Source: an optimization exercise on an open RTL-to-GDS flow (aim: small area, a short achievable clock period and few clock cycles per item). Production flows keep margins and buffers that such runs may drop.
The RTL was checked by simulation tests, not by an equivalence proof against the original design.

### flow/constraint.sdc
create_clock -name core_clock -period 18.0 [get_ports {clk}]
set_input_delay 3.6000 -clock core_clock [delete_from_list [all_inputs] [get_ports {clk}]]
set_output_delay 3.6000 -clock core_clock [all_outputs]
set_load 0.01 [all_outputs]
### flow/design.v
`default_nettype none
module pwd_processor (
    input  logic       clk,
    input  logic       rst_n,
    input  logic       in_valid,
    input  logic [8:0] in_data,
    output logic       busy,
    output logic       out_valid,
    output logic [8:0] out_data
);
    logic       vreg;
    logic [8:0] x;
    always_ff @(posedge clk or negedge rst_n) begin
        if (!rst_n) vreg <= 1'b0;
        else        vreg <= in_valid & ~busy;
    end
    always_ff @(posedge clk) x <= in_data;
    logic [8:0] d [4];       
    logic [2:0] m;           
    logic [2:0] r;           
    logic       done_col;    
    logic [8:0] dmin, dmax;    
    logic [8:0] h;           
    logic       cin;         
    logic       even;        
    logic       fresh;       
    logic [2:0] cnt;
    logic       pend, load, pop, ins;
    logic [2:0] rs;
    assign cnt  = m - r;
    assign pend = done_col | (~vreg & (cnt != 3'd0));
    assign pop  = (r != 3'd0);
    assign load = pend & (r[2:1] == 2'b00);
    assign ins  = vreg;
    assign rs   = load ? m : r;
    function automatic [11:0] radd(input [10:0] a, input [10:0] b, input ci);
        reg cc;
        integer k;
        begin
            cc = ci;
            for (k = 0; k < 11; k = k + 1) begin
                radd[k] = a[k] ^ b[k] ^ cc;
                cc = (a[k] & b[k]) | (cc & (a[k] | b[k]));
            end
            radd[11] = cc;
        end
    endfunction
    function automatic sgt(input [8:0] a, input [8:0] b);
        reg r;
        integer k;
        begin
            r = 1'b0;
            for (k = 0; k < 8; k = k + 1)
                r = (a[k] & ~b[k]) | ((a[k] | ~b[k]) & r);
            sgt = (b[8] & ~a[8]) | ((b[8] | ~a[8]) & r);
        end
    endfunction
    function automatic [8:0] decode_r(input [8:0] w);
        reg [3:0] hh, ll;
        reg [11:0] t;
        begin
            hh = w[7:4] ^ {4{w[8]}};
            ll = w[3:0] ^ {4{w[8]}};
            t  = radd({4'b0, hh, 3'b000}, {6'b0, hh, 1'b0}, 1'b0);
            t  = radd(t[10:0], {7'b0, ll}, 1'b0);
            t  = radd(t[10:0], w[8] ? 11'd380 : 11'd479, 1'b0);
            decode_r = t[8:0];
        end
    endfunction
    function automatic [8:0] decode_f(input [8:0] w);
        reg [8:0] tb;
        reg [31:0] oh;
        reg [11:0] t;
        begin
            oh = 32'd1 << {w[8], w[7:4]};
            tb[0] = |(oh & 32'h0000ffff);
            tb[1] = |(oh & 32'h55555555);
            tb[2] = |(oh & 32'hcccc9999);
            tb[3] = |(oh & 32'h96964b4b);
            tb[4] = |(oh & 32'hb24d926d);
            tb[5] = |(oh & 32'h8e3ce38e);
            tb[6] = |(oh & 32'h81fcfc0f);
            tb[7] = |(oh & 32'h7ffc000f);
            tb[8] = |(oh & 32'hfffc000f);
            decode_f = tb + {5'b0, w[3:0] ^ {4{w[8]}}};
        end
    endfunction
    function automatic [8:0] decode(input [8:0] w);
        reg [3:0] hh, ll;
        reg [11:0] t;
        begin
            hh = w[7:4] ^ {4{w[8]}};
            ll = w[3:0] ^ {4{w[8]}};
            t  = {1'b0, hh, 3'b000} + {3'b0, hh, 1'b0} + {5'b0, ll} + (w[8] ? 9'd380 : 9'd479);
            decode = t[8:0];
        end
    endfunction
    logic [8:0] dx;
    assign dx = decode_f(x);
    logic [4:0] g, hpos;
    always_comb begin
        for (int i = 0; i < 4; i++)
            g[i] = (3'(i) >= rs) && (3'(i) < m) && sgt(x, d[i]);
        g[4] = 1'b0;
        for (int i = 0; i < 5; i++)
            hpos[i] = g[i] | (3'(i) == m);
    end
    logic [8:0] pre [5];
    always_comb begin
        for (int i = 0; i < 5; i++) begin
            if (ins && i > 0 && g[i-1])
                pre[i] = d[i-1];
            else if (ins && hpos[i])
                pre[i] = x;
            else
                pre[i] = (i < 4) ? d[i] : x;
        end
    end
    always_ff @(posedge clk) begin
        for (int i = 0; i < 4; i++)
            d[i] <= pop ? pre[i+1] : pre[i];
    end
    logic first_word;
    assign first_word = (rs == m);
    logic [8:0] lo_raw, hi_raw;
    logic [8:0] sa, sb;
    logic [11:0] sr;
    logic [9:0] sum;
    always_comb begin
        lo_raw = d[m[1:0] - 2'd1];
        hi_raw = r[0] ? d[1] : d[0];
        sa  = cnt[0] ? hi_raw : dmax;
        sb  = cnt[0] ? lo_raw : dmin;
        sr  = {2'b0, {sa[8], sa} + {sb[8], sb}};
        sum = sr[9:0];
    end
    always_ff @(posedge clk or negedge rst_n) begin
        if (!rst_n) begin
            m        <= '0;
            r        <= '0;
            done_col <= 1'b0;
        end else begin
            m        <= m + 3'(ins) - 3'(pop);
            r        <= load ? cnt : r - 3'(pop);
            done_col <= pend & ~load;
        end
    end
    always_ff @(posedge clk) begin
        if (ins) begin
            if (first_word || sgt(dmin, dx)) dmin <= dx;
            if (first_word || sgt(dx, dmax)) dmax <= dx;
        end
        if (load) begin
            h    <= sum[9:1];
            cin  <= ~(sum[9] & sum[0]);
            even <= ~cnt[0];
        end
        fresh <= load;    
    end
    logic [2:0] r_next;
    assign r_next = load ? cnt : r - 3'(pop);
    always_ff @(posedge clk or negedge rst_n) begin
        if (!rst_n) busy <= 1'b0;
        else        busy <= ((vreg & ~in_valid) | busy) & (r_next >= 3'd3);
    end
    logic       c_valid, c_first;
    logic [8:0] c_reg;
    logic [8:0] v;
    assign v = even ? decode_r(d[0]) : d[0];
    logic [11:0] cres;
    assign cres = {3'b0, v + ~h + 9'(cin)};
    always_ff @(posedge clk or negedge rst_n) begin
        if (!rst_n) c_valid <= 1'b0;
        else        c_valid <= pop;
    end
    always_ff @(posedge clk) begin
        c_reg   <= cres[8:0];
        c_first <= fresh;
    end
    logic [8:0]  sq;
    logic        sk;
    logic [8:0]  cp;
    logic [10:0] b;
    assign cp = {~c_reg[8], c_reg[7:0]};
    assign b  = {{1'b0, sq} + {2'b0, cp[8:1]} + {9'b0, sk}, cp[0]};
    function automatic [1:0] madd(input [1:0] p, input [1:0] q);
        madd = (p == 2'd0) ? q :
               (q == 2'd0) ? p :
               (p == q) ? ((p == 2'd1) ? 2'd2 : 2'd1) : 2'd0;
    endfunction
    logic [1:0] e [6];
    logic [1:0] rr [7];
    logic [1:0] e54, e32, e10;
    logic [11:0] qd;
    always_comb begin
        for (int k = 0; k < 6; k++) begin
            logic [1:0] dg;
            dg = (k == 5) ? {1'b0, b[10]} : b[2*k +: 2];
            e[k] = (dg == 2'd3) ? 2'd0 : dg;
        end
        e54   = madd(e[5], e[4]);
        e32   = madd(e[3], e[2]);
        e10   = madd(e[1], e[0]);
        rr[6] = 2'd0;
        rr[5] = e[5];
        rr[4] = e54;
        rr[3] = madd(e54, e[3]);
        rr[2] = madd(e54, e32);
        rr[1] = madd(rr[2], e[1]);
        rr[0] = madd(rr[2], e10);
        for (int k = 0; k < 6; k++) begin
            logic [1:0] dg;
            dg = (k == 5) ? {1'b0, b[10]} : b[2*k +: 2];
            case ({rr[k+1], dg})
                4'b00_00, 4'b00_01, 4'b00_10: qd[2*k +: 2] = 2'd0;
                4'b00_11, 4'b01_00, 4'b01_01: qd[2*k +: 2] = 2'd1;
                4'b01_10, 4'b01_11, 4'b10_00: qd[2*k +: 2] = 2'd2;
                default:                      qd[2*k +: 2] = 2'd3;
            endcase
        end
    end
    logic corr;
    assign corr = ~(b[10] | (b[9] & b[8])) & (rr[0] != 2'd0);
    always_ff @(posedge clk) begin
        if (c_first) begin
            sq <= cp;
            sk <= 1'b0;
        end else begin
            sq <= qd[8:0];
            sk <= corr;
        end
    end
    logic       s_valid;
    logic [8:0] st;
    assign st = sq + {8'b0, sk};
    always_ff @(posedge clk or negedge rst_n) begin
        if (!rst_n) begin
            s_valid   <= 1'b0;
            out_valid <= 1'b0;
        end else begin
            s_valid   <= c_valid;
            out_valid <= s_valid;
        end
    end
    always_ff @(posedge clk) begin
        out_data <= {~st[8], st[7:0]};
    end
endmodule
`default_nettype wire
### flow/config.mk
export PLATFORM = sky130hd
export DESIGN_NAME = pwd_processor
export DESIGN_NICKNAME = pwd_processor
export VERILOG_FILES = /design/flow/design.v
export SDC_FILE = /design/flow/constraint.sdc
export NUM_CORES = 4
export LEC_CHECK = 0
export ABC_AREA = 1
export CAP_MARGIN = 20
export CORE_MARGIN = 2
export CORE_UTILIZATION = 40
export SLEW_MARGIN = 20
### flow/standard.sh
#!/bin/bash
# synth_recipe.tcl (not shown) runs the flow's synth.tcl, then flattens the netlist and writes it again
# the make line also repeats each setting of config.mk as NAME=value (left out here)
make -C /OpenROAD-flow-scripts/flow DESIGN_CONFIG=/design/flow/config.mk WORK_HOME=/design/flow/orfs CLKGATE_MAP_FILE= SYNTH_SCRIPT=/design/flow/synth_recipe.tcl "${@:-finish}"
### flow/flow/run.sh
#!/bin/bash
# The standard layout, with two changes made through ORFS variables: the
# port buffers inserted at placement are buf_2 cells instead of the default
# pick, and clock tree synthesis uses a clkbuf_16 root and clkbuf_8 cells below it,
# and no dummy balancing loads. Every tool's output goes to a log file in
# this folder.
set -euo pipefail
bash standard.sh \
  "BUFFER_PORTS_ARGS=-buffer_cell sky130_fd_sc_hd__buf_2" \
  "CTS_ARGS=-sink_clustering_enable -repair_clock_nets -sink_clustering_size 40 -dont_use_dummy_load -root_buf sky130_fd_sc_hd__clkbuf_16 -buf_list sky130_fd_sc_hd__clkbuf_8" \
  finish > standard_run.log 2>&1
==> results.cfg, run 1 <==
[finish]
drive_gt1_share_pct = 6.64
largest_register_ffs = 36
antenna_cells = 0
fin_area_sq_um = 9590
synthToLayoutAreaGrowth_pct = 5.99
regMostFlops = d
fill_cells = 2306
final_util_pct = 42.7
seq_area_sq_um = 2850
nNetsFinal = 1361
multi_input_area_sq_um = 5350

[clocking]
clk_pin_slew_worst_paths_ns = 0.07
clockRootBuffer = clkbuf_16
htree_num_levels = 4
holdBufCountCts = 0
cts-resized-gates = 0
clock_sinks = 116
clk_latency_ns = 0.38
cts_tree = yes
cts_buffers = 17
post_cts_buffers = 0
cts_buffer_depth = 2

[floorplan]
dieArea_sq_um = 23800
die_h_um = 154
io_pins = 23
std_cell_rows = 55
floorplan.core_area_sq_um = 22400
start_util_pct = 40.3
die-width_um = 154

[timing]
worst_pin_slew_ns = 0.853
slew_headroom_pct = 43.1
skew_ns = 0.0420
fin_crit_ns = 4.51
holdWs_ns = 0.331
setup_tns_ns = 0
rsz0062_at_grt = false
fmax_ghz = 0.222
setup_viol = 0
min_period_over_period_pct = 25.0
hold_viol_final = 0
maxSlewViolCount = 0

[drt]
drc = 0
via_count = 8084
avgViaCountPerCell = 5.21
drt_wl_total_um = 22800
routedWlPerCell_um = 14.7
firstDrtPassIters = 6
final_antenna_net_count = 0
drt_iter0_drc = 563

[placed_design]
dpl_cell_area_sq_um = 9340
numPortBuffers = 22
dp_hpwl_um = 17700
place_congestion = 0.863

[global_routing]
grt_start_max_net_pins = 43
grt_pass1_wl_um = 37500
grt_antenna_before_repair = 0
grt_pass1_vias = 7665
grt-ovfl-total = 0
grt_usage_pct = 19.6

[flow_run]
cap_viol_max_count = 0

[setup_path]
slowest_stage = dfrtp_1
cpLargestDelayFamily = flip-flops
cp_max_fo = 3
cpPeakStageDelay_ns = 0.39
critPathBufInv = 1
cp.arrival_ns = 0.91
cp-end-kind = output port
path_class = flop to output port
crit_chain = buf_2
startpoint_type = flop
cp_data_required_time_ns = 14.40

[worst_hold_path]
hp-class = flop to flop

[synth]
syn_area_per_cell_sq_um = 7.15
synth_seq_cells = 116
synth_edf_count = 47
ys_seq_area_share_pct = 31.5
syn_inst = 1265
synth_area_sq_um = 9050
synthFlopType = dfxtp_1
postSynth.asyncResetShare_pct = 10.3
syn_nets = 1358
yosys_warnings = 6
synth_cell_types = 52

[outcome]
status = complete, no violations
-- Yosys cell counts, drive strengths merged, types with 15 or more instances --
library cell  count  area share, %
o21ai            62            3.5
xor2             33            3.2
inv             172            7.2
nor2             89            3.7
clkbuf           21           0.87
edfxtp           47             16
o22ai            26            1.8
dfxtp            57             13
a21oi            65            3.7
nand2           321             14
ha               69            9.5
xnor2            15            1.5
buf              19            1.2
nand3           163            9.4
-- layout make-up --
class                           instances  area share (%)
Sequential cell                       116            29.7
Tap cell                              285            3.72
Multi-Input combinational cell        933            55.8
Timing Repair Buffer                   24            1.30
Inverter                              176            6.92
Clock buffer                           17            2.56
-- stage by stage --
| stage | setup slack [ns] | std cells |
|---|---|---|
| global placement | 13.51 | 1534 |
| floorplan | 14.01 | 1265 |
| global route | 13.16 | 1551 |
| CTS | 13.43 | 1551 |
| detailed placement | 13.47 | 1534 |
| finish | 13.49 | 1551 |
-- worst paths after layout --
| path | startpoint | cells past startpoint | slack (ns) | end |
|---|---|---|---|---|
| max | busy | 1 | 13.49 | busy |
| min | fresh | 0 | 0.33 | c_first |
| max reg2reg | d[0][8] | 14 | 13.52 | c_reg[8] |
| min reg2reg | fresh | 0 | 0.33 | c_first |
| max in group asynchronous | rst_n | 1 | 14.68 | done_col |
| min in group asynchronous | rst_n | 1 | 3.08 | out_valid |
-- placed cells by master (no fill, tap or decap), types with 5 or more instances in the layout --
cell,netlist,routed
ha_1,69,69
fa_1,12,12
o21bai_1,8,8
nand2_1,304,304
o21ai_0,55,55
xor2_1,33,33
inv_1,166,166
o22ai_1,26,26
nand4_1,13,13
dfxtp_1,57,57
buf_2,10,22
dfrtp_1,12,12
edfxtp_1,47,47
nor2_1,87,87
a31oi_1,12,12
nand2_2,15,15
o21ai_1,5,5
a211oi_1,6,6
nand3_2,7,7
a21oi_1,64,64
xnor2_1,15,15
o211ai_1,5,5
nand3_1,156,156
clkbuf_8,0,16
inv_2,5,6
-- cells by family after synthesis --
| group | Yosys count | synth area share, % |
|---|---|---|
| simple gates | 598 | 28.8 |
| buf+inv | 216 | 9.38 |
| compound gates | 205 | 13.4 |
| flops | 116 | 31.5 |
| fa+ha+maj | 82 | 12.3 |
| xor+xnor | 48 | 4.65 |
-- metal layers --
metal	vias to the layer above	GRT usage, %	share of wire (%)
met5	-	0	0
met4	0	6.83	2.6
met3	35	3.17	4.5
met2	219	35.6	49
met1	3645	23.5	44
li1	4185	-	-
Testbench counts, summed over its fixed seeds: cycles 8,555, bursts 2,400.
==> inputs of run 2 (changes only) <==
--- a/flow/design.v
+++ b/flow/design.v
@@ -70,7 +70,6 @@
     function automatic [8:0] decode_f(input [8:0] w);
         reg [8:0] tb;
         reg [31:0] oh;
-        reg [11:0] t;
         begin
             oh = 32'd1 << {w[8], w[7:4]};
             tb[0] = |(oh & 32'h0000ffff);
@@ -83,16 +82,6 @@
             tb[7] = |(oh & 32'h7ffc000f);
             tb[8] = |(oh & 32'hfffc000f);
             decode_f = tb + {5'b0, w[3:0] ^ {4{w[8]}}};
-        end
-    endfunction
-    function automatic [8:0] decode(input [8:0] w);
-        reg [3:0] hh, ll;
-        reg [11:0] t;
-        begin
-            hh = w[7:4] ^ {4{w[8]}};
-            ll = w[3:0] ^ {4{w[8]}};
-            t  = {1'b0, hh, 3'b000} + {3'b0, hh, 1'b0} + {5'b0, ll} + (w[8] ? 9'd380 : 9'd479);
-            decode = t[8:0];
         end
     endfunction
     logic [8:0] dx;
==> run 2 against run 1 <==
Cell count is essentially flat. Critical path type unchanged. Largest cell class unchanged.
==> results.cfg, run 2 <==
[outcome]
status = complete, no violations

[global_routing]
grt_pass1_wl_um = 38400
grt_usage_pct = 20.1
grt_start_max_net_pins = 43
grt_pass1_vias = 7949
grt-ovfl-total = 0
grt_antenna_before_repair = 0

[clocking]
cts-resized-gates = 0
cts_buffer_depth = 2
clk_latency_ns = 0.39
cts_buffers = 17
clock_sinks = 116
holdBufCountCts = 0
clk_pin_slew_worst_paths_ns = 0.07
htree_num_levels = 4
clockRootBuffer = clkbuf_16
cts_tree = yes
post_cts_buffers = 0

[timing]
hold_viol_final = 0
maxSlewViolCount = 0
holdWs_ns = 0.330
slew_headroom_pct = 43.4
setup_tns_ns = 0
rsz0062_at_grt = false
setup_viol = 0
worst_pin_slew_ns = 0.847
fin_crit_ns = 4.51
min_period_over_period_pct = 25.1
fmax_ghz = 0.222
skew_ns = 0.0405

[drt]
drt_iter0_drc = 565
via_count = 8189
final_antenna_net_count = 0
routed.top_layer = met4
avgViaCountPerCell = 5.28
firstDrtPassIters = 5
routedWlPerCell_um = 14.9
wl_met2_um = 11500
drt_wl_total_um = 23200
met3_length_um = 1080
drc = 0
wirelength_met1_um = 9980

[floorplan]
dieArea_sq_um = 23800
io_pins = 23
std_cell_rows = 55
die_h_um = 154
die-width_um = 154
floorplan.core_area_sq_um = 22400
start_util_pct = 40.3

[placed_design]
numPortBuffers = 22
dp_hpwl_um = 18000
place_congestion = 0.848

[finish]
layout_common_cells = nand2_1 (304), inv_1 (166), nand3_1 (156)
nNetsFinal = 1362
drive_gt1_share_pct = 6.63
multi_input_area_sq_um = 5350
seq_area_sq_um = 2850
fill_cells = 2316
antenna_cells = 0
regMostFlops = d
synthToLayoutAreaGrowth_pct = 6.29
largest_register_ffs = 36
final_common_cell = nand2_1

[setup_path]
cp.arrival_ns = 0.91
cp_max_fo = 3
cpPeakStageDelay_ns = 0.40
path_class = flop to output port
slowest_stage = dfrtp_1
startpoint_type = flop
critPathBufInv = 1
cp-end-kind = output port
crit_chain = buf_2
cpLargestDelayFamily = flip-flops
cp_data_required_time_ns = 14.40

[synth]
syn_area_per_cell_sq_um = 7.15
synth_cell_types = 52
syn_nets = 1358
synthFlopType = dfxtp_1
postSynth.asyncResetShare_pct = 10.3
yosys_warnings = 6
synth_area_sq_um = 9050
synthTopCellsByCount = nand2_1 (304), inv_1 (166), nand3_1 (156)
syn_inst = 1265
yosys-top-cells-area = edfxtp_1 (16%), dfxtp_1 (13%), nand2_1 (13%), ha_1 (9.5%), nand3_1 (8.6%)
ys_seq_area_share_pct = 31.5
synth_edf_count = 47
synth.most_common_cell = nand2_1
synth_top_area_share_pct = 15.6
synth_seq_cells = 116
synth_top_area_cell = edfxtp_1

[worst_hold_path]
hp-class = flop to flop

[flow_run]
cap_viol_max_count = 0
-- run 2: cell counts after synthesis --
Identical to the previous run, type by type.
-- run 2: cells by family after synthesis --
family | count (synthesis) | share of synthesized area [%]
AOI/OAI and AO/OA | 205 | 13.4
xor gates and xnor gates | 48 | 4.65
adders and majority gates | 82 | 12.3
buffers and inverters | 216 | 9.38
DFF | 116 | 31.5
and+or+nand+nor | 598 | 28.8
-- run 2: through the flow --
stage	cells	setup WS (ns)	instance area, sq um	utilization (%)
2_1_floorplan	1265	14.01	9050	-
3_3_place_gp	1534	13.50	9340	41.7
3_5_place_dp	1534	13.49	9340	41.7
4_1_cts	1551	13.48	9590	42.7
5_1_grt	1552	13.19	9620	42.9
6_report	1552	13.49	9620	42.9
-- run 2: final cells by class --
cell class / instances / share of cell area, %
Multi-Input combinational cell: 933 / 55.6
Tap cell: 285 / 3.71
Sequential cell: 116 / 29.7
Inverter: 176 / 6.90
Clock buffer: 17 / 2.55
Timing Repair Buffer: 25 / 1.59
-- run 2: worst paths after layout --
kind,startpoint,end,slack [ns],cells after the start
worst max-delay path,busy,busy,13.49,1
worst min-delay path,fresh,c_first,0.33,0
worst max register to register,d[0][8],c_reg[8],13.53,14
worst min register to register,fresh,c_first,0.33,0
max in group asynchronous,rst_n,m[0],14.66,1
min in group asynchronous,rst_n,c_valid,3.08,1
-- run 2: routing by layer --
layer,up-vias,GRT usage [%]
met4,0,7.85
li1,4191,-
met5,-,0
met2,246,35.7
met1,3709,24.3
met3,43,3.36
Testbench counts of run 2, summed over its fixed seeds: cycles 8,555, bursts 2,400.
==> inputs of run 3 (changes only) <==
==> flow/flow/run.sh (replaced) <==
#!/bin/bash
set -euo pipefail
bash standard.sh \
  "BUFFER_PORTS_ARGS=-buffer_cell sky130_fd_sc_hd__buf_2" \
  "CTS_ARGS=-sink_clustering_enable -repair_clock_nets -sink_clustering_size 40 -dont_use_dummy_load -root_buf sky130_fd_sc_hd__clkbuf_16 -buf_list sky130_fd_sc_hd__clkbuf_8" \
  "SETUP_SLACK_MARGIN=13.8" \
  finish > standard_run.log 2>&1
==> run 3 against run 2 <==
Sequential share of layout area decreased by 0.30 points. Utilization rose by 0.61 points. Die area is the same. Cell count grew 0.32%. Critical path type unchanged. Critical endpoint unchanged. Largest cell class unchanged.
==> results.cfg, run 3 <==
[outcome]
status = complete, no violations

[setup_path]
critPathBufInv = 1
cp-end-kind = output port
slowest_stage = dfrtp_1
startpoint_type = flop
crit_chain = buf_2
path_class = flop to output port
cp.arrival_ns = 0.89
cpPeakStageDelay_ns = 0.38
cpLargestDelayFamily = flip-flops
cp_max_fo = 2
cp_data_required_time_ns = 14.40

[finish]
regMostFlops = d
synthToLayoutAreaGrowth_pct = 7.81
antenna_cells = 0
drive_gt1_share_pct = 8.81
largest_register_ffs = 36
layout_common_cells = nand2_1 (304), inv_1 (165), nand3_1 (155)
final_common_cell = nand2_1
fill_cells = 2310
nNetsFinal = 1367

[clocking]
cts_buffer_depth = 2
cts_tree = yes
clk_pin_slew_worst_paths_ns = 0.07
clock_sinks = 116
clk_latency_ns = 0.39
htree_num_levels = 4
clockRootBuffer = clkbuf_16
cts_buffers = 17

[synth]
synthTopCellsByCount = nand2_1 (304), inv_1 (166), nand3_1 (156)
synth_area_sq_um = 9050
synth_cell_types = 52
synthFlopType = dfxtp_1
synth.most_common_cell = nand2_1
yosys_warnings = 6
synth_top_area_cell = edfxtp_1
syn_area_per_cell_sq_um = 7.15
synth_seq_cells = 116
synth_edf_count = 47
syn_nets = 1358
syn_inst = 1265
synth_top_area_share_pct = 15.6
yosys-top-cells-area = edfxtp_1 (16%), dfxtp_1 (13%), nand2_1 (13%), ha_1 (9.5%), nand3_1 (8.6%)
postSynth.asyncResetShare_pct = 10.3
ys_seq_area_share_pct = 31.5

[global_routing]
grt_pass1_vias = 7964
grt_pass1_wl_um = 38600
grt-ovfl-total = 0
grt_usage_pct = 20.2
grt_start_max_net_pins = 43
grt_antenna_before_repair = 0

[timing]
rsz0062_at_grt = true
maxSlewViolCount = 0
fmax_ghz = 0.223
slew_headroom_pct = 49.8
worst_slack_ns = 13.51
skew_ns = 0.0410
setup_tns_ns = 0
hold_viol_final = 0
min_period_over_period_pct = 24.9
worst_pin_slew_ns = 0.750
fin_crit_ns = 4.49
setup_viol = 0

[floorplan]
start_util_pct = 40.3
dieArea_sq_um = 23800
std_cell_rows = 55
die_h_um = 154
io_pins = 23
floorplan.core_area_sq_um = 22400
die-width_um = 154

[drt]
firstDrtPassIters = 6
via_count = 8288
avgViaCountPerCell = 5.32
drt_wl_total_um = 23500
routedWlPerCell_um = 15.1
drc = 0
final_antenna_net_count = 0
drt_iter0_drc = 574

[placed_design]
pre_cts_slack_ns = 13.49
place_congestion = 0.848
dp_hpwl_um = 18000
numPortBuffers = 22

[worst_hold_path]
hp-class = flop to flop

[flow_run]
cap_viol_max_count = 0
==> run 3: changes by cell type in the layout (fill, tap and decap cells not counted), moves of 2 or more <==
| cell | before | now |
|---|---|---|
| buf_2 | 22 | 20 |
| buf_4 | 2 | 6 |
| buf_6 | 0 | 2 |
| dfxtp_1 | 57 | 48 |
| dfxtp_2 | 0 | 9 |
| fa_1 | 12 | 10 |
| fa_2 | 0 | 2 |
| ha_1 | 69 | 67 |
==> run 3: path summary, 6_finish.rpt <==
check                          from      end  slack, ns  depth (start not counted)
setup / recovery               busy     busy      13.51                          1
setup reg to reg           c_reg[1]    sq[0]      14.11                         28
hold / removal                fresh  c_first       0.33                          0
hold reg to reg               fresh  c_first       0.33                          0
min in group asynchronous     rst_n  c_valid       3.08                          1
max in group asynchronous     rst_n     m[0]      14.66                          1
==> run 3: area by class of cell <==
cell class	instances	area (sq um)	share of cell area [%]
inverters	176	667	6.84
multi-input cells	933	5420	55.6
repair inverters	1	5.00	0.0513
flip-flops and latches	116	2860	29.4
repair buffers	29	195	2.00
well taps	285	357	3.66
clock buffers	17	245	2.51
==> run 3: worst reg2reg max path: cells and delay by family, from the launching register on <==
family | cells | cell delay (ns)
flops | 1 | 0.34
fa+ha+maj | 3 | 0.89
xor+xnor | 1 | 0.22
simple gates | 12 | 1.03
compound gates | 6 | 0.84
buf+inv | 6 | 0.47
==> run 3: cells by family after synthesis <==
family / Yosys count / synth area share [%]
adders and majority gates: 82 / 12.3
and+or+nand+nor: 598 / 28.8
xor gates and xnor gates: 48 / 4.65
DFF: 116 / 31.5
buffers and inverters: 216 / 9.38
AOI/OAI and AO/OA: 205 / 13.4
==> run 3: metrics by stage <==
step / util, % / instances / hold WS (ns) / instance area [sq um]
2_1_floorplan: - / 1265 / 0.310 / 9050
3_3_place_gp: 41.7 / 1534 / 0.313 / 9340
3_5_place_dp: 41.7 / 1534 / 0.316 / 9340
4_1_cts: 42.9 / 1553 / 0.328 / 9630
5_1_grt: 43.5 / 1557 / 0.334 / 9750
6_report: 43.5 / 1557 / 0.330 / 9750
==> run 3: what timing repair did <==
action | CTS | global route
gates resized for setup | 6 | 23
buffers inserted | 2 | 2
cloned | 0 | 1
endpoints found under the setup margin | 25 | 75
endpoints found under the hold margin | 0 | 0
hold buffers | 0 | 0
pin swaps | 1 | 3
==> run 3: per-layer routing <==
metal	up-vias	GRT usage (%)	share of wire, %	routed length (um)
met3	43	3.36	4.9	1160
met4	0	7.85	2.9	680
met5	-	0	0	0
li1	4191	-	-	-
met2	262	35.9	50	11700
met1	3792	24.4	42	9950
==> inputs of run 4 (changes only) <==
==> flow/flow/run.sh (replaced) <==
#!/bin/bash
set -euo pipefail
bash standard.sh \
  "BUFFER_PORTS_ARGS=-buffer_cell sky130_fd_sc_hd__buf_2" \
  "CTS_ARGS=-sink_clustering_enable -repair_clock_nets -sink_clustering_size 40 -dont_use_dummy_load -root_buf sky130_fd_sc_hd__clkbuf_16 -buf_list sky130_fd_sc_hd__clkbuf_8" \
  "SETUP_SLACK_MARGIN=13.65" \
  finish > standard_run.log 2>&1
==> run 4 against run 3 <==
Final area decreased by 0.63%. Utilization down 0.27 points. Setup slack got worse by 0.0021 ns. First-iteration DRC count is 3.7% higher. Still clean on timing, DRC and antenna.
==> results.cfg, run 4 <==
[outcome]
status = complete, no violations

[timing]
fmax_ghz = 0.223
rsz0062_at_grt = true
holdWs_ns = 0.330
maxSlewViolCount = 0
hold_viol_final = 0
fin_crit_ns = 4.49
worst_pin_slew_ns = 0.743
min_period_over_period_pct = 24.9
setup_tns_ns = 0
slew_headroom_pct = 50.3
skew_ns = 0.0415
setup_viol = 0
worst_slack_ns = 13.51

[setup_path]
cp.arrival_ns = 0.89
reg2reg_to = sq[0]
startpoint_type = flop
cpLargestDelayFamily = flip-flops
r2r_slack_ns = 13.85
r2r_cells = 28
crit_chain = buf_2
reg2reg_from = sq[0]
cp-end-kind = output port
path_class = flop to output port
slowest_stage = dfrtp_1
critPathBufInv = 1
cp_max_fo = 2
crit_path_start = busy
cp_data_required_time_ns = 14.40
cpPeakStageDelay_ns = 0.38

[floorplan]
io_pins = 23
die-width_um = 154
die_h_um = 154
start_util_pct = 40.3
dieArea_sq_um = 23800
std_cell_rows = 55
floorplan.core_area_sq_um = 22400

[global_routing]
grt_pass1_vias = 7956
grt_antenna_before_repair = 0
grt_start_max_net_pins = 43
grt-ovfl-total = 0
grt_pass1_wl_um = 38500
grt_usage_pct = 20.1

[synth]
syn_nets = 1358
postSynth.asyncResetShare_pct = 10.3
synth_cell_types = 52
syn_area_per_cell_sq_um = 7.15
synth_top_area_share_pct = 15.6
yosys_warnings = 6
yosys-top-cells-area = edfxtp_1 (16%), dfxtp_1 (13%), nand2_1 (13%), ha_1 (9.5%), nand3_1 (8.6%)
ys_seq_area_share_pct = 31.5
syn_inst = 1265
synth_edf_count = 47
synth_seq_cells = 116
synthTopCellsByCount = nand2_1 (304), inv_1 (166), nand3_1 (156)
synth_area_sq_um = 9050
synth.most_common_cell = nand2_1
synthFlopType = dfxtp_1
synth_top_area_cell = edfxtp_1

[worst_hold_path]
hold_depth = 0
hp-class = flop to flop
min_from = fresh
hold_path_end = c_first

[clocking]
cts_tree = yes
clockRootBuffer = clkbuf_16
holdBufCountCts = 0
cts_buffers = 17
clk_pin_slew_worst_paths_ns = 0.07
htree_num_levels = 4
cts_buffer_depth = 2
clock_sinks = 116
clk_latency_ns = 0.39

[finish]
nNetsFinal = 1364
drive_gt1_share_pct = 8.04
regMostFlops = d
final_common_cell = nand2_1
layout_common_cells = nand2_1 (304), inv_1 (165), nand3_1 (155)
synthToLayoutAreaGrowth_pct = 7.14
antenna_cells = 0
fin_cells = 1554
largest_register_ffs = 36

[placed_design]
place_congestion = 0.848
dp_hpwl_um = 18000
post-place-cells = 1534
numPortBuffers = 22
pre_cts_slack_ns = 13.49

[drt]
drc = 0
drt_iter0_drc = 595
via_count = 8228
final_antenna_net_count = 0
routedWlPerCell_um = 15.0
firstDrtPassIters = 7
avgViaCountPerCell = 5.29
drt_wl_total_um = 23300

[flow_run]
cap_viol_max_count = 0
==> run 4: changes by cell type in the layout (fill, tap and decap cells not counted), moves of 2 or more <==
cell     previous run  this run
ha_1               67        69
buf_4               6         4
dfxtp_1            48        51
dfxtp_2             9         6
==> run 4: per-layer routing <==
metal | vias to the layer above | track usage, % | share of wire, % | wire length (um)
met5 | - | 0 | 0 | 0
met4 | 0 | 7.85 | 2.9 | 677
met3 | 49 | 3.36 | 4.9 | 1150
met2 | 257 | 35.8 | 49 | 11500
met1 | 3734 | 24.4 | 43 | 9990
li1 | 4188 | - | - | -
==> run 4: cell families (layout without fill, tap and decap cells) <==
group	Yosys count	in the layout	synth area share (%)
AO/OA/AOI/OAI	205	205	13.4
XOR/XNOR	48	48	4.65
adder cells (fa/ha/maj)	82	82	12.3
buffers and inverters	216	220	9.38
flip-flops	116	116	31.5
AND/OR/NAND/NOR	598	598	28.8
==> run 4: how the worst max path moves through the flow <==
stage / end / slack (ns) / cells past startpoint
finish: busy / 13.51 / 1
detailed placement: c_reg[8] / 13.49 / 14
floorplan: busy / 14.01 / 0
global placement: c_reg[8] / 13.50 / 14
CTS: busy / 13.50 / 1
global route: busy / 13.47 / 1
==> run 4: final cells by class <==
type	count	area, sq um
clock buffer	17	245
fill	2312	12700
inverter	176	667
multi-input combinational	933	5380
sequential	116	2860
tap	285	357
timing repair buffer	27	180
==> run 4: stage by stage <==
step / utilization [%] / area, sq um
finish: 43.2 / 9690
global placement: 41.7 / 9340
floorplan: - / 9050
CTS: 42.8 / 9610
detailed placement: 41.7 / 9340
global route: 43.2 / 9690
==> run 4: repair_timing <==
item | 4_1_cts | 5_1_grt
gates resized for setup | 1 | 18
buffers inserted | 2 | 0
endpoints found under the setup margin | 22 | 45
==> inputs of run 5 (changes only) <==
==> flow/flow/run.sh (replaced) <==
#!/bin/bash
set -euo pipefail
bash standard.sh \
  "BUFFER_PORTS_ARGS=-buffer_cell sky130_fd_sc_hd__buf_2" \
  "CTS_ARGS=-sink_clustering_enable -repair_clock_nets -sink_clustering_size 40 -dont_use_dummy_load -root_buf sky130_fd_sc_hd__clkbuf_16 -buf_list sky130_fd_sc_hd__clkbuf_8" \
  "SETUP_SLACK_MARGIN=13.5" \
  finish > standard_run.log 2>&1
--- a/flow/config.mk
+++ b/flow/config.mk
@@ -8,5 +8,5 @@
 export ABC_AREA = 1
 export CAP_MARGIN = 20
 export CORE_MARGIN = 2
-export CORE_UTILIZATION = 40
+export CORE_UTILIZATION = 50
 export SLEW_MARGIN = 20
==> run 5 against run 4 <==
Cell count down 3.6%. Critical path depth unchanged. First-iteration DRC count down 11%. Still clean. Utilization up 11 points. Global-route usage up 5.1 points. Sequential share of layout area up 0.23 points. Largest cell class unchanged. Critical endpoint unchanged. Final area down 0.99%. Worst hold slack better by 0.011 ns. Register-to-register slack better by 0.05 ns. Wire length up 1.3%. Setup slack better by 0.015 ns.
==> results.cfg, run 5 <==
[synth]
synth_edf_count = 47
synth_area_sq_um = 9050
syn_nets = 1358
synth_cell_types = 52
postSynth.asyncResetShare_pct = 10.3
synth.most_common_cell = nand2_1
synth_top_area_cell = edfxtp_1
syn_inst = 1265
syn_area_per_cell_sq_um = 7.15
ys_seq_area_share_pct = 31.5
synth_seq_cells = 116
yosys_warnings = 6
yosys-top-cells-area = edfxtp_1 (16%), dfxtp_1 (13%), nand2_1 (13%), ha_1 (9.5%), nand3_1 (8.6%)
synth_top_area_share_pct = 15.6
synthTopCellsByCount = nand2_1 (304), inv_1 (166), nand3_1 (156)
synthFlopType = dfxtp_1

[worst_hold_path]
hold_path_end = c_first
hp-class = flop to flop
min_from = fresh
hold_depth = 0

[setup_path]
cp-end-kind = output port
reg2reg_from = m[0]
r2r_slack_ns = 13.90
crit_chain = buf_2
path_class = flop to output port
cpPeakStageDelay_ns = 0.38
cp.arrival_ns = 0.87
cpLargestDelayFamily = flip-flops
startpoint_type = flop
slowest_stage = dfrtp_1
reg2reg_to = d[0][8]
cp_max_fo = 3
cp_data_required_time_ns = 14.40
path_depth = 1
critPathBufInv = 1
r2r_cells = 17

[drt]
drt_wl_total_um = 23700
final_antenna_net_count = 0
firstDrtPassIters = 5
drt_iter0_drc = 531
drc = 0
via_count = 8086
avgViaCountPerCell = 5.40
routedWlPerCell_um = 15.8

[floorplan]
std_cell_rows = 49
start_util_pct = 50.7
die-width_um = 139
dieArea_sq_um = 19200
die_h_um = 139
io_pins = 23
floorplan.core_area_sq_um = 17800

[finish]
layout_common_cells = nand2_1 (304), inv_1 (165), nand3_1 (156)
nNetsFinal = 1364
final_common_cell = nand2_1
synthToLayoutAreaGrowth_pct = 6.07
regMostFlops = d
drive_gt1_share_pct = 7.57
final_util_pct = 53.8
largest_register_ffs = 36
antenna_cells = 0

[clocking]
clock_sinks = 116
clk_latency_ns = 0.38
htree_num_levels = 4
clk_pin_slew_worst_paths_ns = 0.06
cts_buffers = 17
cts_buffer_depth = 2
cts_tree = yes
clockRootBuffer = clkbuf_16

[timing]
fmax_ghz = 0.224
setup_tns_ns = 0
rsz0062_at_grt = true
hold_viol_final = 0
worst_pin_slew_ns = 0.851
maxSlewViolCount = 0
skew_ns = 0.0363
min_period_over_period_pct = 24.9
slew_headroom_pct = 43.1
setup_viol = 0
fin_crit_ns = 4.47

[flow_run]
cap_viol_max_count = 0

[placed_design]
numPortBuffers = 22
place_congestion = 0.890
dp_hpwl_um = 18300

[global_routing]
grt_antenna_before_repair = 0
grt_pass1_wl_um = 38800
grt_pass1_vias = 7807
grt_usage_pct = 25.2
grt-ovfl-total = 0
grt_start_max_net_pins = 43

[outcome]
status = complete, no violations
## run 5: cell counts after synthesis
Identical to the previous run, type by type.
## run 5: through the flow
| step | hold slack, ns | cell area [sq um] | cells | setup slack, ns |
|---|---|---|---|---|
| after floorplan | 0.310 | 9050 | 1265 | 14.01 |
| final | 0.341 | 9600 | 1498 | 13.53 |
| after detailed placement | 0.333 | 9270 | 1478 | 13.39 |
| after global placement | 0.311 | 9270 | 1478 | 13.41 |
| after global routing | 0.355 | 9600 | 1498 | 13.44 |
| after CTS | 0.349 | 9530 | 1496 | 13.51 |
## run 5: logic make-up (layout without fill, tap and decap cells)
group | after synthesis | after routing | synth area share (%)
and+or+nand+nor | 598 | 598 | 28.8
buffers and inverters | 216 | 220 | 9.38
AOI/OAI and AO/OA | 205 | 205 | 13.4
DFF | 116 | 116 | 31.5
adders and majority gates | 82 | 82 | 12.3
xor gates and xnor gates | 48 | 48 | 4.65
## run 5: layout make-up
type                    count  area [sq um]
flip-flops and latches    116          2850
fillers                  1828          8240
repair buffers             26           158
clock buffers              17           245
well taps                 229           287
inverters                 176           667
multi-input cells         933          5380
repair inverters            1          5.00
## run 5: how the worst max path moves through the flow
stage                 start  endpoint
global placement    d[0][8]  c_reg[8]
CTS                    busy      busy
finish                 busy      busy
floorplan              busy      busy
global route          sq[0]     sq[0]
detailed placement  d[0][8]  c_reg[8]
## run 5: timing repair
| item | 4_1_cts | 5_1_grt |
|---|---|---|
| gates cloned | 0 | 1 |
| hold endpoints to repair | 0 | 0 |
| gates resized for setup | 0 | 11 |
| pin swaps | 0 | 1 |
| setup buffers | 1 | 0 |
| hold buffers | 0 | 0 |
| setup endpoints to repair | 1 | 20 |
## run 5: layer usage
layer | routed length (um) | up-vias | track usage (%)
li1 | - | 4195 | -
met1 | 9990 | 3637 | 30.2
met2 | 12000 | 216 | 45.8
met3 | 1010 | 38 | 3.78
met4 | 633 | 0 | 9.34
met5 | 0 | - | 0
==> inputs of run 6 (changes only) <==
--- a/flow/config.mk
+++ b/flow/config.mk
@@ -8,5 +8,5 @@
 export ABC_AREA = 1
 export CAP_MARGIN = 20
 export CORE_MARGIN = 2
-export CORE_UTILIZATION = 50
+export CORE_UTILIZATION = 40
 export SLEW_MARGIN = 20
==> run 6 against run 5 <==
Final area grew 0.64%. Still clean. First-iteration DRC count up 20%. Flip-flop and latch count unchanged. Critical path type unchanged.
==> results.cfg, run 6 <==
[outcome]
status = complete, no violations

[synth]
postSynth.asyncResetShare_pct = 10.3
synth_edf_count = 47
synth_top_area_share_pct = 15.6
synth_area_sq_um = 9050
synth.most_common_cell = nand2_1
syn_inst = 1265
yosys_warnings = 6
synthTopCellsByCount = nand2_1 (304), inv_1 (166), nand3_1 (156)
ys_seq_area_share_pct = 31.5
synthFlopType = dfxtp_1
yosys-top-cells-area = edfxtp_1 (16%), dfxtp_1 (13%), nand2_1 (13%), ha_1 (9.5%), nand3_1 (8.6%)
synth_seq_cells = 116
synth_top_area_cell = edfxtp_1
syn_area_per_cell_sq_um = 7.15
synth_cell_types = 52
syn_nets = 1358

[finish]
layout_common_cells = nand2_1 (304), inv_1 (166), nand3_1 (156)
final_common_cell = nand2_1
regMostFlops = d
fin_area_sq_um = 9660
nNetsFinal = 1364
synthToLayoutAreaGrowth_pct = 6.75
largest_register_ffs = 36
antenna_cells = 0
drive_gt1_share_pct = 7.33
final_util_pct = 43.1

[timing]
maxSlewViolCount = 0
fin_crit_ns = 4.49
holdWs_ns = 0.330
slew_headroom_pct = 43.4
skew_ns = 0.0417
worst_pin_slew_ns = 0.847
setup_viol = 0
rsz0062_at_grt = true
setup_tns_ns = 0
fmax_ghz = 0.223
hold_viol_final = 0
min_period_over_period_pct = 24.9

[floorplan]
die-width_um = 154
dieArea_sq_um = 23800
start_util_pct = 40.3
io_pins = 23
std_cell_rows = 55
die_h_um = 154
floorplan.core_area_sq_um = 22400

[setup_path]
cp-end-kind = output port
startpoint_type = flop
cpPeakStageDelay_ns = 0.38
cp.arrival_ns = 0.89
crit_chain = buf_2
path_class = flop to output port
cp_data_required_time_ns = 14.40
cp_max_fo = 2
cpLargestDelayFamily = flip-flops
slowest_stage = dfrtp_1
critPathBufInv = 1

[clocking]
clockRootBuffer = clkbuf_16
htree_num_levels = 4
clk_pin_slew_worst_paths_ns = 0.07
cts_buffer_depth = 2
cts_buffers = 17
clk_latency_ns = 0.39
holdBufCountCts = 0
clock_sinks = 116
cts_tree = yes

[placed_design]
numPortBuffers = 22
dpl_cell_area_sq_um = 9340
place_congestion = 0.848
dp_hpwl_um = 18000

[global_routing]
grt-ovfl-total = 0
grt_pass1_wl_um = 38500
grt_usage_pct = 20.1
grt_pass1_vias = 7956
grt_antenna_before_repair = 0
grt_start_max_net_pins = 43

[drt]
routedWlPerCell_um = 15.0
final_antenna_net_count = 0
drt_iter0_drc = 635
drt_wl_total_um = 23300
drc = 0
via_count = 8198
avgViaCountPerCell = 5.28
firstDrtPassIters = 7

[worst_hold_path]
hp-class = flop to flop

[flow_run]
cap_viol_max_count = 0
## run 6: cell counts after synthesis
Identical to the previous run, type by type.
## run 6: cells by family after synthesis
group,count (synthesis),share of synthesized area (%)
compound gates,205,13.4
xor+xnor,48,4.65
fa+ha+maj,82,12.3
buf+inv,216,9.38
flops,116,31.5
simple gates,598,28.8
## run 6: path summary, 6_finish.rpt
check                       from      end  slack, ns  cells past startpoint
setup reg to reg           sq[0]    sq[0]      13.88                     28
hold reg to reg            fresh  c_first       0.33                      0
min in group asynchronous  rst_n  c_valid       3.08                      1
setup / recovery            busy     busy      13.51                      1
max in group asynchronous  rst_n     m[0]      14.66                      1
hold / removal             fresh  c_first       0.33                      0
## run 6: cell type report
cell class,count,area [sq um]
fillers,2318,12800
inverters,176,663
well taps,285,357
flip-flops and latches,116,2850
multi-input cells,933,5370
repair buffers,27,168
clock buffers,17,245
## run 6: per-layer routing
metal | vias to the layer above | track usage [%] | wire, um
met5 | - | 0 | 0
met4 | 0 | 7.85 | 646
met3 | 39 | 3.36 | 1130
met2 | 235 | 35.8 | 11600
met1 | 3738 | 24.4 | 9960
li1 | 4186 | - | -
## run 6: timing repair
item,4_1_cts,5_1_grt
gates resized for setup,0,8
buffers inserted,2,0
endpoints found under the setup margin,3,25
## run 6: metrics by stage
step	setup WS, ns	cells
detailed placement	13.49	1534
global placement	13.50	1534
floorplan	14.01	1265
global route	13.47	1554
CTS	13.50	1553
finish	13.51	1554
==> inputs of run 7 (changes only) <==
==> flow/flow/run.sh (replaced) <==
#!/bin/bash
set -euo pipefail
bash standard.sh \
  "BUFFER_PORTS_ARGS=-buffer_cell sky130_fd_sc_hd__buf_2" \
  "CTS_ARGS=-sink_clustering_enable -repair_clock_nets -sink_clustering_size 40 -dont_use_dummy_load -root_buf sky130_fd_sc_hd__clkbuf_16 -buf_list sky130_fd_sc_hd__clkbuf_8" \
  "SETUP_SLACK_MARGIN=13.75" \
  "MATCH_CELL_FOOTPRINT=0" \
  finish > standard_run.log 2>&1
==> run 7 against run 6 <==
Still clean on timing, DRC and antenna. Non-clock buffer count rose by 2. Die area stayed put. Sequential share of layout area down 0.20 points. Synthesized cell count stayed put. Critical path type unchanged. Critical endpoint unchanged. Highest routed layer unchanged.
==> results.cfg, run 7 <==
[drt]
drc = 0
drt_iter0_drc = 556
routedWlPerCell_um = 15.1
avgViaCountPerCell = 5.29
firstDrtPassIters = 6
via_count = 8234
final_antenna_net_count = 0
drt_wl_total_um = 23500

[timing]
min_period_over_period_pct = 24.9
setup_viol = 0
fmax_ghz = 0.223
holdWs_ns = 0.330
hold_viol_final = 0
fin_crit_ns = 4.49
skew_ns = 0.0419
maxSlewViolCount = 0
setup_tns_ns = 0
worst_slack_ns = 13.51
rsz0062_at_grt = true
worst_pin_slew_ns = 0.719
slew_headroom_pct = 51.9

[synth]
synth_top_area_share_pct = 15.6
yosys-top-cells-area = edfxtp_1 (16%), dfxtp_1 (13%), nand2_1 (13%), ha_1 (9.5%), nand3_1 (8.6%)
synth_top_area_cell = edfxtp_1
ys_seq_area_share_pct = 31.5
syn_nets = 1358
synth.most_common_cell = nand2_1
synth_seq_cells = 116
yosys_warnings = 6
synth_edf_count = 47
synth_area_sq_um = 9050
synthTopCellsByCount = nand2_1 (304), inv_1 (166), nand3_1 (156)
syn_inst = 1265
synthFlopType = dfxtp_1
syn_area_per_cell_sq_um = 7.15
synth_cell_types = 52
postSynth.asyncResetShare_pct = 10.3

[setup_path]
reg2reg_to = sq[0]
r2r_cells = 28
path_depth = 1
cp_max_fo = 2
path_class = flop to output port
critPathBufInv = 1
cpPeakStageDelay_ns = 0.38
cp_data_required_time_ns = 14.40
cpLargestDelayFamily = flip-flops
crit_chain = buf_2
crit_path_start = busy
reg2reg_from = c_reg[1]
crit_end = busy
startpoint_type = flop
cp.arrival_ns = 0.89
r2r_slack_ns = 14.10
cp-end-kind = output port
slowest_stage = dfrtp_1

[finish]
layout_common_cells = nand2_1 (304), inv_1 (165), nand3_1 (155)
fill_cells = 2311
nNetsFinal = 1367
final_common_cell = nand2_1
multi_input_area_sq_um = 5420
seq_area_sq_um = 2860
drive_gt1_share_pct = 8.73
synthToLayoutAreaGrowth_pct = 7.80
largest_register_ffs = 36
regMostFlops = d
fin_area_sq_um = 9750
antenna_cells = 0

[outcome]
status = complete, no violations

[floorplan]
start_util_pct = 40.3
std_cell_rows = 55
io_pins = 23
dieArea_sq_um = 23800
die_h_um = 154
die-width_um = 154
floorplan.core_area_sq_um = 22400

[global_routing]
grt_pass1_vias = 7965
grt_antenna_before_repair = 0
grt_pass1_wl_um = 38600
grt-ovfl-total = 0
grt_usage_pct = 20.2
grt_start_max_net_pins = 43

[worst_hold_path]
hold_depth = 0
hp-class = flop to flop
min_from = fresh

[clocking]
holdBufCountCts = 0
clockRootBuffer = clkbuf_16
cts_tree = yes
cts_buffers = 17
htree_num_levels = 4
cts_buffer_depth = 2
clk_pin_slew_worst_paths_ns = 0.07
clk_latency_ns = 0.39
clock_sinks = 116

[placed_design]
dpl_cell_area_sq_um = 9340
place_congestion = 0.848
pre_cts_slack_ns = 13.49
numPortBuffers = 22
dp_hpwl_um = 18000

[flow_run]
cap_viol_max_count = 0
==> run 7: cell counts after synthesis <==
Identical to the previous run, type by type.
==> run 7: timing repair <==
action,4_1_cts,5_1_grt
resized for setup,5,23
setup buffers,2,2
pin swaps,1,3
endpoints found under the setup margin,23,69
gates cloned,0,1
==> run 7: worst min path at each step <==
stage / to
CTS: c_first
floorplan: c_first
finish: c_first
detailed placement: c_first
global placement: c_first
global route: c_first
==> run 7: through the flow <==
| step | util (%) | instances |
|---|---|---|
| after floorplan | - | 1265 |
| after global placement | 41.7 | 1534 |
| after detailed placement | 41.7 | 1534 |
| after CTS | 42.9 | 1553 |
| after global routing | 43.5 | 1557 |
| final | 43.5 | 1557 |
==> run 7: kinds of logic after synthesis <==
| group | share of synthesized area (%) |
|---|---|
| AOI/OAI and AO/OA | 13.4 |
| and+or+nand+nor | 28.8 |
| adders and majority gates | 12.3 |
| xor gates and xnor gates | 4.65 |
| buffers and inverters | 9.38 |
| DFF | 31.5 |
==> run 7: cell type report <==
class                   instances  share of cell area, %
flip-flops and latches        116                   29.4
clock buffers                  17                   2.51
well taps                     285                   3.66
repair inverters                1                 0.0513
repair buffers                 29                   2.00
inverters                     176                   6.84
multi-input cells             933                   55.6
==> run 7: per-layer routing <==
layer	GRT usage [%]	vias up	share of wire [%]	wire (um)
met4	7.85	0	2.8	653
met5	0	-	0	0
met2	35.9	241	50	11700
met1	24.4	3750	43	9970
li1	-	4198	-	-
met3	3.36	45	4.8	1130
==> inputs of run 8 (changes only) <==
==> flow/flow/run.sh (replaced) <==
#!/bin/bash
set -euo pipefail
bash standard.sh \
  "BUFFER_PORTS_ARGS=-buffer_cell sky130_fd_sc_hd__buf_2" \
  "CTS_ARGS=-sink_clustering_enable -repair_clock_nets -sink_clustering_size 40 -dont_use_dummy_load -root_buf sky130_fd_sc_hd__clkbuf_16 -buf_list sky130_fd_sc_hd__clkbuf_8" \
  "SETUP_SLACK_MARGIN=13.6" \
  "MATCH_CELL_FOOTPRINT=0" \
  finish > standard_run.log 2>&1
==> run 8 against run 7 <==
Final area shrank 0.62%. Clock skew is 0.00076 ns lower. Global-route usage barely moved. Utilization fell by 0.27 points. Register-to-register slack got worse by 0.15 ns. Critical path type unchanged. Largest cell class unchanged. Highest routed layer unchanged.
==> results.cfg, run 8 <==
[setup_path]
slowest_stage = dfrtp_1
cpLargestDelayFamily = flip-flops
cp-end-kind = output port
path_class = flop to output port
cp.arrival_ns = 0.88
crit_chain = buf_2
cpPeakStageDelay_ns = 0.38
cp_data_required_time_ns = 14.40
startpoint_type = flop
critPathBufInv = 1
cp_max_fo = 2

[floorplan]
die-width_um = 154
floorplan.core_area_sq_um = 22400
dieArea_sq_um = 23800
std_cell_rows = 55
die_h_um = 154
io_pins = 23
start_util_pct = 40.3

[timing]
setup_tns_ns = 0
fin_crit_ns = 4.48
setup_viol = 0
hold_viol_final = 0
maxSlewViolCount = 0
fmax_ghz = 0.223
worst_pin_slew_ns = 0.727
rsz0062_at_grt = true
skew_ns = 0.0411
min_period_over_period_pct = 24.9
slew_headroom_pct = 51.3

[synth]
synthFlopType = dfxtp_1
synth_seq_cells = 116
syn_inst = 1265
yosys-top-cells-area = edfxtp_1 (16%), dfxtp_1 (13%), nand2_1 (13%), ha_1 (9.5%), nand3_1 (8.6%)
synth_top_area_cell = edfxtp_1
syn_area_per_cell_sq_um = 7.15
ys_seq_area_share_pct = 31.5
synthTopCellsByCount = nand2_1 (304), inv_1 (166), nand3_1 (156)
synth_top_area_share_pct = 15.6
synth_area_sq_um = 9050
synth_edf_count = 47
postSynth.asyncResetShare_pct = 10.3
synth.most_common_cell = nand2_1
synth_cell_types = 52
yosys_warnings = 6
syn_nets = 1358

[clocking]
htree_num_levels = 4
clk_latency_ns = 0.38
cts_buffers = 17
cts_tree = yes
clk_pin_slew_worst_paths_ns = 0.06
cts_buffer_depth = 2
clockRootBuffer = clkbuf_16
clock_sinks = 116

[finish]
antenna_cells = 0
layout_common_cells = nand2_1 (304), inv_1 (166), nand3_1 (155)
final_common_cell = nand2_1
regMostFlops = d
seq_area_sq_um = 2860
fin_area_sq_um = 9690
largest_register_ffs = 36
fill_cells = 2315
drive_gt1_share_pct = 7.87
multi_input_area_sq_um = 5380
synthToLayoutAreaGrowth_pct = 7.14
nNetsFinal = 1365

[global_routing]
grt_pass1_wl_um = 38500
grt_start_max_net_pins = 43
grt_antenna_before_repair = 0
grt-ovfl-total = 0
grt_usage_pct = 20.1
grt_pass1_vias = 7956

[drt]
wl_met2_um = 11500
drc = 0
met3_length_um = 1210
firstDrtPassIters = 6
via_count = 8231
avgViaCountPerCell = 5.29
routedWlPerCell_um = 14.9
drt_iter0_drc = 579
final_antenna_net_count = 0
routed.top_layer = met4
drt_wl_total_um = 23200
wirelength_met1_um = 9810

[placed_design]
dp_hpwl_um = 18000
place_congestion = 0.848
dpl_cell_area_sq_um = 9340
numPortBuffers = 22

[outcome]
status = complete, no violations

[worst_hold_path]
hp-class = flop to flop

[flow_run]
cap_viol_max_count = 0
-- run 8: changes by cell type in the layout (fill, tap and decap cells not counted), sizes merged --
cell / delta
clkinvlp: -2
inv: +1
buf: -1
-- run 8: routing by layer --
| metal | track usage, % | vias to the layer above |
|---|---|---|
| li1 | - | 4193 |
| met1 | 24.4 | 3742 |
| met2 | 35.8 | 247 |
| met3 | 3.36 | 49 |
| met4 | 7.85 | 0 |
| met5 | 0 | - |
-- run 8: cells by family after synthesis --
kind of cell / share of synthesized area, %
AND/OR/NAND/NOR: 28.8
buffers and inverters: 9.38
AO/OA/AOI/OAI: 13.4
flip-flops: 31.5
adder cells (fa/ha/maj): 12.3
XOR/XNOR: 4.65
-- run 8: final cells by class --
cell class | count | area share, %
timing repair buffer | 28 | 1.94
inverter | 176 | 6.84
multi-input combinational | 933 | 55.5
tap | 285 | 3.68
clock buffer | 17 | 2.53
sequential | 116 | 29.5
-- run 8: through the flow --
stage / cells / setup slack [ns] / util, % / hold slack [ns]
3_5_place_dp: 1534 / 13.49 / 41.7 / 0.316
4_1_cts: 1553 / 13.50 / 42.8 / 0.328
6_report: 1555 / 13.52 / 43.2 / 0.330
5_1_grt: 1555 / 13.47 / 43.2 / 0.334
3_3_place_gp: 1534 / 13.50 / 41.7 / 0.313
2_1_floorplan: 1265 / 14.01 / - / 0.310
-- run 8: what timing repair did --
item	4_1_cts	5_1_grt
buffers inserted	2	1
hold buffers	0	0
resized for setup	0	16
setup endpoints to repair	10	37
hold endpoints to repair	0	0
pin swaps	0	2
-- run 8: path summary, 6_finish.rpt --
kind | cells past startpoint | from | endpoint | slack (ns)
min reg2reg | 0 | fresh | c_first | 0.33
max in group asynchronous | 1 | rst_n | m[0] | 14.66
max reg2reg | 17 | m[0] | cin | 13.95
max | 1 | busy | busy | 13.52
min in group asynchronous | 1 | rst_n | c_valid | 3.08
min | 0 | fresh | c_first | 0.33
==> inputs of run 9 (changes only) <==
--- a/flow/design.v
+++ b/flow/design.v
@@ -70,6 +70,7 @@
     function automatic [8:0] decode_f(input [8:0] w);
         reg [8:0] tb;
         reg [31:0] oh;
+        reg [11:0] t;
         begin
             oh = 32'd1 << {w[8], w[7:4]};
             tb[0] = |(oh & 32'h0000ffff);
@@ -82,6 +83,16 @@
             tb[7] = |(oh & 32'h7ffc000f);
             tb[8] = |(oh & 32'hfffc000f);
             decode_f = tb + {5'b0, w[3:0] ^ {4{w[8]}}};
+        end
+    endfunction
+    function automatic [8:0] decode(input [8:0] w);
+        reg [3:0] hh, ll;
+        reg [11:0] t;
+        begin
+            hh = w[7:4] ^ {4{w[8]}};
+            ll = w[3:0] ^ {4{w[8]}};
+            t  = {1'b0, hh, 3'b000} + {3'b0, hh, 1'b0} + {5'b0, ll} + (w[8] ? 9'd380 : 9'd479);
+            decode = t[8:0];
         end
     endfunction
     logic [8:0] dx;
==> flow/flow/run.sh (replaced) <==
#!/bin/bash
# The standard layout, with the port buffers inserted at placement made
# buf_2 cells instead of the default pick. Every tool's output goes to a log
# file in this folder.
set -euo pipefail
bash standard.sh "BUFFER_PORTS_ARGS=-buffer_cell sky130_fd_sc_hd__buf_2" finish > standard_run.log 2>&1
==> run 9 against run 8 <==
Area after synthesis unchanged. Cell count increased by 0.71%. Critical path depth is the same. Wire length down 0.52%. Utilization up 1.2 points. Clock-buffer cell count up 1. Setup slack got worse by 0.084 ns. Worst hold slack improved by 0.0036 ns. Fmax fell by 1.8%.
==> results.cfg, run 9 <==
[drt]
final_antenna_net_count = 0
avgViaCountPerCell = 5.21
drt_iter0_drc = 655
routedWlPerCell_um = 14.8
firstDrtPassIters = 6
drc = 0
via_count = 8159
drt_wl_total_um = 23100

[global_routing]
grt_start_max_net_pins = 43
grt_antenna_before_repair = 0
grt_pass1_wl_um = 37900
grt-ovfl-total = 0
grt_pass1_vias = 7725
grt_usage_pct = 19.9

[worst_hold_path]
hp-class = flop to flop

[timing]
fin_crit_ns = 4.56
worst_pin_slew_ns = 0.831
maxSlewViolCount = 0
setup_tns_ns = 0
fmax_ghz = 0.219
slew_headroom_pct = 44.5
skew_ns = 0.0132
rsz0062_at_grt = false
min_period_over_period_pct = 25.4
hold_viol_final = 0
setup_viol = 0
holdWs_ns = 0.334

[outcome]
status = complete, no violations

[floorplan]
io_pins = 23
die_h_um = 154
std_cell_rows = 55
start_util_pct = 40.3
dieArea_sq_um = 23800
floorplan.core_area_sq_um = 22400
die-width_um = 154

[finish]
regMostFlops = d
seq_area_sq_um = 2850
synthToLayoutAreaGrowth_pct = 10.1
layout_common_cells = nand2_1 (304), inv_1 (166), nand3_1 (156)
fin_cells = 1566
antenna_cells = 0
largest_register_ffs = 36
final_common_cell = nand2_1
drive_gt1_share_pct = 7.73
nNetsFinal = 1361
fill_cells = 2260
multi_input_area_sq_um = 5350

[clocking]
post_cts_buffers = 0
htree_num_levels = 4
cts_buffers = 17
clk_pin_slew_worst_paths_ns = 0.06
clockRootBuffer = clkbuf_16
holdBufCountCts = 0
cts-resized-gates = 0
cts_buffer_depth = 2
clock_sinks = 116
clk_latency_ns = 0.44
cts_tree = yes

[setup_path]
cp.arrival_ns = 0.96
crit_end = busy
reg2reg_to = c_reg[8]
r2r_slack_ns = 13.48
crit_path_start = busy
r2r_cells = 14
reg2reg_from = d[0][8]
path_class = flop to output port
crit_chain = buf_2
cp_max_fo = 3
cp_data_required_time_ns = 14.40
critPathBufInv = 1
cpPeakStageDelay_ns = 0.39
slowest_stage = dfrtp_1
startpoint_type = flop
cp-end-kind = output port
path_depth = 1
cpLargestDelayFamily = flip-flops

[synth]
yosys_warnings = 6
synth_area_sq_um = 9050
postSynth.asyncResetShare_pct = 10.3
ys_seq_area_share_pct = 31.5
yosys-top-cells-area = edfxtp_1 (16%), dfxtp_1 (13%), nand2_1 (13%), ha_1 (9.5%), nand3_1 (8.6%)
synthFlopType = dfxtp_1
synth_seq_cells = 116
synth_top_area_share_pct = 15.6
syn_area_per_cell_sq_um = 7.15
synth_cell_types = 52
synth_top_area_cell = edfxtp_1
synth_edf_count = 47
syn_inst = 1265
synthTopCellsByCount = nand2_1 (304), inv_1 (166), nand3_1 (156)
synth.most_common_cell = nand2_1
syn_nets = 1358

[placed_design]
dp_hpwl_um = 17700
post-place-cells = 1534
numPortBuffers = 22
place_congestion = 0.863

[flow_run]
cap_viol_max_count = 0
## run 9: cell type report
| class | count | area share [%] |
|---|---|---|
| flip-flops and latches | 116 | 28.6 |
| inverters | 176 | 6.66 |
| well taps | 285 | 3.58 |
| clock buffers | 18 | 4.52 |
| clock inverters | 14 | 1.66 |
| repair buffers | 24 | 1.26 |
| multi-input cells | 933 | 53.7 |
## run 9: logic make-up after synthesis
kind of cell / after synthesis / synth area share (%)
buffers and inverters: 216 / 9.38
adders and majority gates: 82 / 12.3
DFF: 116 / 31.5
AOI/OAI and AO/OA: 205 / 13.4
xor gates and xnor gates: 48 / 4.65
and+or+nand+nor: 598 / 28.8
## run 9: worst min path at each step
stage | start | slack, ns | to | depth (start not counted)
floorplan | fresh | 0.31 | c_first | 0
global placement | fresh | 0.31 | c_first | 0
detailed placement | fresh | 0.33 | c_first | 0
finish | fresh | 0.33 | c_first | 0
CTS | fresh | 0.34 | c_first | 0
global route | fresh | 0.35 | c_first | 0
## run 9: layer usage
metal  up-vias  track usage (%)  wire [um]
li1       4214                -          -
met1      3686             23.8      10100
met2       221             35.8      11400
met3        38             3.75       1090
met4         0             6.75        545
met5         -                0          0
## run 9: through the flow
step                      cell area (sq um)  utilization (%)  setup WS [ns]
after floorplan                        9050                -          14.01
after global placement                 9340             41.7          13.51
after detailed placement               9340             41.7          13.47
after CTS                              9960             44.4          13.42
after global routing                   9960             44.4          13.16
final                                  9960             44.4          13.44
Testbench counts of run 9, summed over its fixed seeds: cycles 8,555, bursts 2,400.

-- port drivers added, routing unchanged --
The results above use ideal ports. As a check the final layouts listed here were re-extracted and re-timed, cells and wires unchanged.
Step 1, drivers: a clkbuf_16 drives clk and a buf_2 each remaining input, both assumed.
Step 2 also shifts input and output timing later by t, the mid clock arrival at the registers, as if the neighbouring blocks saw the same clock.
Three values: ideal ports, drivers, drivers and shift; two values: the first two.
run	t (ns)	setup WS [ns]	hold slack, ns	latest minus earliest clock arrival (ns)	slew at the worst register clock pin (ns)
run 1	0.410	13.494 / 13.445 / 13.516	0.331 / 0.331 / 0.331	0.042 / 0.042	0.09 / 0.09
run 2	0.414	13.490 / 13.440 / 13.534	0.330 / 0.330 / 0.330	0.040 / 0.041	0.09 / 0.09
run 3	0.414	13.514 / 13.464 / 13.879	0.330 / 0.330 / 0.330	0.041 / 0.041	0.09 / 0.09
run 4	0.414	13.512 / 13.462 / 13.852	0.330 / 0.330 / 0.330	0.041 / 0.042	0.09 / 0.09
run 5	0.412	13.527 / 13.478 / 13.890	0.341 / 0.341 / 0.341	0.037 / 0.036	0.08 / 0.08
run 6	0.415	13.512 / 13.462 / 13.877	0.330 / 0.330 / 0.330	0.042 / 0.042	0.09 / 0.09
run 7	0.417	13.510 / 13.459 / 13.876	0.330 / 0.330 / 0.330	0.042 / 0.042	0.09 / 0.09
run 8	0.412	13.520 / 13.471 / 13.883	0.330 / 0.330 / 0.330	0.042 / 0.041	0.09 / 0.09
run 9	0.479	13.436 / 13.387 / 13.476	0.334 / 0.334 / 0.334	0.013 / 0.013	0.07 / 0.07
After both steps setup and hold are still met in every run listed.
